Source: an optimization exercise on an open RTL-to-GDS flow (aim: small area). Production flows keep margins and buffers that such runs may drop.
The RTL was checked by simulation tests, not by an equivalence proof against the original design.
No activity file was given, so power comes from the tool's default toggle rates.

== run A ==
// id_stage
module id_stage (
   input  logic        clk,
   input  logic        rst_n,
   input  logic        InValid,
   output logic        InReady,
   input  logic [31:0] Instr,
   input  logic        WbEn,
   input  logic [4:0]  WbAddr,
   input  logic [31:0] WbData,
   output logic        OutValid,
   input  logic        OutReady,
   output logic [31:0] InputA,
   output logic [31:0] InputB,
   output logic [2:0]  ALUop,
   output logic [4:0]  OutRd,
   output logic        OutWrEn
);
   logic [2:0]  op;
   logic [4:0]  rd, rs, rt;
   logic        is_nop, is_imm, is_reg;
   assign op     = Instr[31:29];
   assign rd     = Instr[28:24];
   assign rs     = Instr[23:19];
   assign rt     = Instr[18:14];
   assign is_nop = (op[2:1] == 2'b00);
   assign is_imm = (op[2:1] == 2'b11);
   assign is_reg = !is_nop && !is_imm;
   logic valid_q;
   logic hold;
   assign InReady = !valid_q || OutReady;
   assign hold    = !InReady;
   always_ff @(posedge clk or negedge rst_n) begin
      if (!rst_n)       valid_q <= 1'b0;
      else if (InReady) valid_q <= InValid;
   end
   logic [31:0] rf_q [32];    
   logic [31:0] rf_d [32];
   logic [31:1] rv_q;         
   logic [31:1] wsel, wkeep, wsel_h, wkeep_h;
   logic [3:0] whi;
   logic [7:0] wlo;
   always_comb begin
      for (int j = 0; j < 4; j++) whi[j] = WbEn && (WbAddr[4:3] == 2'(j));
      for (int k = 0; k < 8; k++) wlo[k] = (WbAddr[2:0] == 3'(k));
   end
   for (genvar i = 1; i < 32; i++) begin : wdec
      idst_and2  s0 (.a(whi[i/8]), .b(wlo[i%8]), .y(wsel[i]));
      idst_and2  s1 (.a(whi[i/8]), .b(wlo[i%8]), .y(wsel_h[i]));
      idst_nand2 k0 (.a(whi[i/8]), .b(wlo[i%8]), .y(wkeep[i]));
      idst_nand2 k1 (.a(whi[i/8]), .b(wlo[i%8]), .y(wkeep_h[i]));
   end
   always_ff @(posedge clk or negedge rst_n) begin
      if (!rst_n) rv_q <= '0;
      else        rv_q <= rv_q | wsel;
   end
   for (genvar i = 1; i < 32; i++) begin : row
      for (genvar b = 0; b < 32; b++) begin : col
         if (b < 16) begin : lo
            idst_ao22 wr (.a0(wsel[i]), .b0(WbData[b]), .a1(wkeep[i]), .b1(rf_q[i][b]),
                          .y(rf_d[i][b]));
         end else begin : hi
  ...
For scale: roughly 3,400 cells after synthesis, ~1,100 flip-flops, about 42,000 um2 of cells after synthesis.
clock: 5.0 ns
lec_check: 0
cap_margin: 10
core_margin: 2
core_utilization: 40
slew_margin: 10
synth_hierarchical: 1
standard.sh (not shown) runs the stock make flow with config.mk's settings and CLKGATE_MAP_FILE= SYNTH_SCRIPT=/design/flow/synth_recipe.tcl, a recipe that flattens the netlist after the stock synthesis.
==> flow/flow/run.sh <==
#!/bin/bash
# Layout flow: the standard flow (standard synthesis unchanged), with
#  * port buffers of the smallest buffer cell instead of the resizer's pick,
#  * clock tree synthesis without dummy balancing loads, with clkbuf_8
#    buffers and leaf clusters of up to 14 flip-flops within 80 um.
# make's full output goes to flow.log in this folder; ORFS's per-step logs
# stay under orfs/logs/.
set -euo pipefail
cd "$(dirname "$0")/.."
bash standard.sh \
  "BUFFER_PORTS_ARGS=-buffer_cell sky130_fd_sc_hd__buf_1" \
  "CTS_ARGS=-sink_clustering_enable -repair_clock_nets -dont_use_dummy_load -sink_clustering_size 14 -sink_clustering_max_diameter 80 -buf_list {sky130_fd_sc_hd__clkbuf_8}" \
  finish > flow.log 2>&1
Run A completed end to end with timing, DRC and antenna clean.
Inputs modified between run A and run R:
diff --git a/flow/flow/run.sh b/flow/flow/run.sh
--- a/flow/flow/run.sh
+++ b/flow/flow/run.sh
@@ -5 +5 @@
-#    buffers and leaf clusters of up to 14 flip-flops within 80 um.
+#    buffers and leaf clusters of up to 16 flip-flops within 70 um.
@@ -12 +12 @@
-  "CTS_ARGS=-sink_clustering_enable -repair_clock_nets -dont_use_dummy_load -sink_clustering_size 14 -sink_clustering_max_diameter 80 -buf_list {sky130_fd_sc_hd__clkbuf_8}" \
+  "CTS_ARGS=-sink_clustering_enable -repair_clock_nets -dont_use_dummy_load -sink_clustering_size 16 -sink_clustering_max_diameter 70 -buf_list {sky130_fd_sc_hd__clkbuf_8}" \
[summary]
~same post-route cell area in run A and run R. Power consumed by sequential cells essentially unchanged between run R and run A. Multi-input gate share of total cell area: run A vs run R, no meaningful difference. Highest cell delay on the worst timing path, run A and run R: smaller value in run R. Run R vs. run A: met1 wire length went down by 0.36%. Run A has a lower hold slack than run R.

what the ideal ports hide:
No port has a modelled driver above. Below, the same layouts with a new extraction and two added sets of constraints. Step 1 (the two cells are an assumption about what drives the block):
set clk [get_ports {clk}]
set_driving_cell -lib_cell sky130_fd_sc_hd__clkbuf_16 $clk
set_driving_cell -lib_cell sky130_fd_sc_hd__buf_2 [delete_from_list [all_inputs] $clk]
Step 2 adds t to the input delays and takes it off the output delays; t is the mean of the earliest and latest rising clock arrival at the registers after step 1. Input paths then give back, and output paths get back, about the clock's delay inside the block. a / b / c = ideal ports / drivers / drivers and shift; a / b = the first two.
run | shift t [ns] | setup slack, ns | cell pins on the clock port's net
run A | 0.817 | 1.317 / 1.317 / 0.581 | 1
run R | 0.796 | 1.396 / 1.329 / 0.686 | 1
After both steps setup and hold are still met in every run listed. The setup slack of run A, which loses most, moves by 0.000 ns with the drivers and by -0.736 ns with both steps.
